Background: an optimization exercise with open tools, aiming at small area, a short achievable clock period and few clock cycles per item. Do not read the settings as production practice.
The RTL was checked by simulation tests, not by an equivalence proof against the original design.
Power and IR drop assume default switching activity.

Design fp_mult_stream, start of the top module:
module fp_mult_stream #(
    parameter int WIDTH      = 32,
    parameter int INT_WIDTH  = 16,
    parameter int FRAC_WIDTH = 16,
    parameter int SIGNED     = 1,
    parameter int STAGES     = 3,
    parameter int ROUND      = 1
) (
    input  logic              clk,
    input  logic              reset,
    input  logic              in_valid,
    output logic              in_ready,
    input  logic [WIDTH-1:0]  left,
    input  logic [WIDTH-1:0]  right,
    output logic              out_valid,
    input  logic              out_ready,
    output logic [WIDTH-1:0]  out,
    output logic              ovf
);
Size in the first run: roughly 3000 cells after synthesis, ~100 I/O pins, about 0.032 sq mm of cells after synthesis.
Settings: LEC_CHECK=0, ABC_AREA=1, CAP_MARGIN=20, CORE_MARGIN=2, CORE_UTILIZATION=40, SLEW_MARGIN=20, SYNTH_HIERARCHICAL=1; clock period 10.0 ns.
standard.sh (not shown) runs the stock make flow with config.mk's settings and CLKGATE_MAP_FILE= SYNTH_SCRIPT=/design/flow/synth_recipe.tcl, a recipe that flattens the netlist after the stock synthesis.
==> flow/flow/run.sh <==
#!/bin/bash
set -euo pipefail
bash standard.sh SETUP_SLACK_MARGIN=6.2 "BUFFER_PORTS_ARGS=-buffer_cell sky130_fd_sc_hd__buf_2" finish > standard_flow.log 2>&1
The first run completed without violations.
Testbench counts at the start, summed over its fixed seeds: cycles 16,024, items 16,000.
Change:
==> flow/flow/run.sh (replaced) <==
#!/bin/bash
set -euo pipefail
bash standard.sh SETUP_SLACK_MARGIN=6.25 "BUFFER_PORTS_ARGS=-buffer_cell sky130_fd_sc_hd__buf_2" finish > standard_flow.log 2>&1
--- a/flow/config.mk
+++ b/flow/config.mk
@@ -12,2 +12,3 @@
 export SLEW_MARGIN = 20
 export SYNTH_HIERARCHICAL = 1
+export TNS_END_PERCENT = 10
=>
- The changed run finished clean
- routed wire length goes down by a few percent
- fmax hardly moves
- worst hold slack is better by 27 ps
- global-route usage fell by 0.85 points
- combinational power drops by a few percent
- setup slack barely changes

========
Another version of the RTL of fp_mult_stream (not shown whole).
Size: roughly 100 I/O pins.
clock: 10.0 ns
lec_check: 0
abc_area: 1
cap_margin: 20
core_margin: 2
core_utilization: 40
cts_buf_list: sky130_fd_sc_hd__clkbuf_16
cts_cluster_diameter: 120
cts_cluster_size: 30
slew_margin: 20
synth_hierarchical: 1
==> flow/flow/run.sh <==
#!/bin/bash
set -euo pipefail
bash standard.sh SETUP_SLACK_MARGIN=6.25 "BUFFER_PORTS_ARGS=-buffer_cell sky130_fd_sc_hd__buf_2" finish > standard_flow.log 2>&1
Testbench counts at the start, summed over its fixed seeds: cycles 16,024, items 16,000.
Then changed:
==> flow/flow/run.sh (replaced) <==
#!/bin/bash
set -euo pipefail
bash standard.sh SETUP_SLACK_MARGIN=6.2 "BUFFER_PORTS_ARGS=-buffer_cell sky130_fd_sc_hd__buf_2" finish > standard_flow.log 2>&1
--- a/flow/config.mk
+++ b/flow/config.mk
@@ -10,7 +10,5 @@
 export CORE_MARGIN = 2
 export CORE_UTILIZATION = 40
-export CTS_BUF_LIST = sky130_fd_sc_hd__clkbuf_16
-export CTS_CLUSTER_DIAMETER = 120
-export CTS_CLUSTER_SIZE = 30
+export CTS_BUF_LIST = sky130_fd_sc_hd__clkbuf_8
 export SLEW_MARGIN = 20
 export SYNTH_HIERARCHICAL = 1
Global-route usage came out higher by 0.23 points.
Total power came out higher slightly.
Cell count came out higher slightly.
First-iteration DRC count came out lower by a little under a tenth.
Final area came out lower slightly.
Then changed:
--- a/flow/config.mk
+++ b/flow/config.mk
@@ -10,5 +10,7 @@
 export CORE_MARGIN = 2
 export CORE_UTILIZATION = 40
-export CTS_BUF_LIST = sky130_fd_sc_hd__clkbuf_8
+export CTS_BUF_LIST = sky130_fd_sc_hd__clkbuf_16
+export CTS_CLUSTER_DIAMETER = 120
+export CTS_CLUSTER_SIZE = 30
 export SLEW_MARGIN = 20
 export SYNTH_HIERARCHICAL = 1
Worst setup slack improved by 12 ps. Total power goes down by 4.0%. Sequential share of layout area rose by 0.49 points.
Then changed:
==> flow/flow/run.sh (replaced) <==
#!/bin/bash
set -euo pipefail
bash standard.sh SETUP_SLACK_MARGIN=6.3 "BUFFER_PORTS_ARGS=-buffer_cell sky130_fd_sc_hd__buf_2" finish > standard_flow.log 2>&1
--- a/flow/config.mk
+++ b/flow/config.mk
@@ -10,7 +10,5 @@
 export CORE_MARGIN = 2
 export CORE_UTILIZATION = 40
-export CTS_BUF_LIST = sky130_fd_sc_hd__clkbuf_16
-export CTS_CLUSTER_DIAMETER = 120
-export CTS_CLUSTER_SIZE = 30
+export CTS_BUF_LIST = sky130_fd_sc_hd__clkbuf_8
 export SLEW_MARGIN = 20
 export SYNTH_HIERARCHICAL = 1
The changed run went through all stages and came out clean.
Register-to-register slack gains 40 ps.
Clock skew went down by 3.3 ps.
Clock-buffer cell count went up by 45.
Then changed:
==> flow/flow/run.sh (replaced) <==
#!/bin/bash
set -euo pipefail
bash standard.sh SETUP_SLACK_MARGIN=6.2 "BUFFER_PORTS_ARGS=-buffer_cell sky130_fd_sc_hd__buf_2" finish > standard_flow.log 2>&1
--- a/flow/config.mk
+++ b/flow/config.mk
@@ -10,5 +10,7 @@
 export CORE_MARGIN = 2
 export CORE_UTILIZATION = 40
-export CTS_BUF_LIST = sky130_fd_sc_hd__clkbuf_8
+export CTS_BUF_LIST = sky130_fd_sc_hd__clkbuf_16
+export CTS_CLUSTER_DIAMETER = 100
+export CTS_CLUSTER_SIZE = 30
 export SLEW_MARGIN = 20
 export SYNTH_HIERARCHICAL = 1
Effect: Worst hold slack is better by 7.8 ps. Critical path depth is unchanged. Total power is lower by 5.3%.

==> what the ideal ports hide <==
How much do the figures lean on ideal ports? The routed layouts below were timed once more, with nothing changed but the port constraints. Step 1 assumes that a clkbuf_16 drives the clock port and a buf_2 every other input. Step 2 times the ports against the registers' clock, not the clock port: input delays grow and output delays shrink by t, the midpoint of the rising clock arrivals with the driver on. a / b / c = ideal ports / drivers / drivers and shift; a / b = the first two.
| run | shift t [ns] | setup WS [ns] | worst setup path at the end | worst data-port slew with drivers (ns) |
|---|---|---|---|---|
| the first run of note 1 | 0.627 | 6.034 / 6.034 / 6.034 | register to register | 0.07 |
| the second run of note 1 | 0.629 | 6.031 / 6.031 / 6.031 | register to register | 0.07 |
| the first run of note 2 | 0.608 | 6.243 / 6.243 / 6.243 | register to register | 0.10 |
| the second run of note 2 | 0.711 | 6.213 / 6.213 / 6.213 | register to register | 0.10 |
| the third run of note 2 | 0.604 | 6.225 / 6.225 / 6.225 | register to register | 0.09 |
| the fourth run of note 2 | 0.717 | 6.269 / 6.269 / 6.269 | register to register | 0.10 |
| the fifth run of note 2 | 0.636 | 6.194 / 6.194 / 6.194 | register to register | 0.09 |
After both steps setup and hold are still met in every run listed.
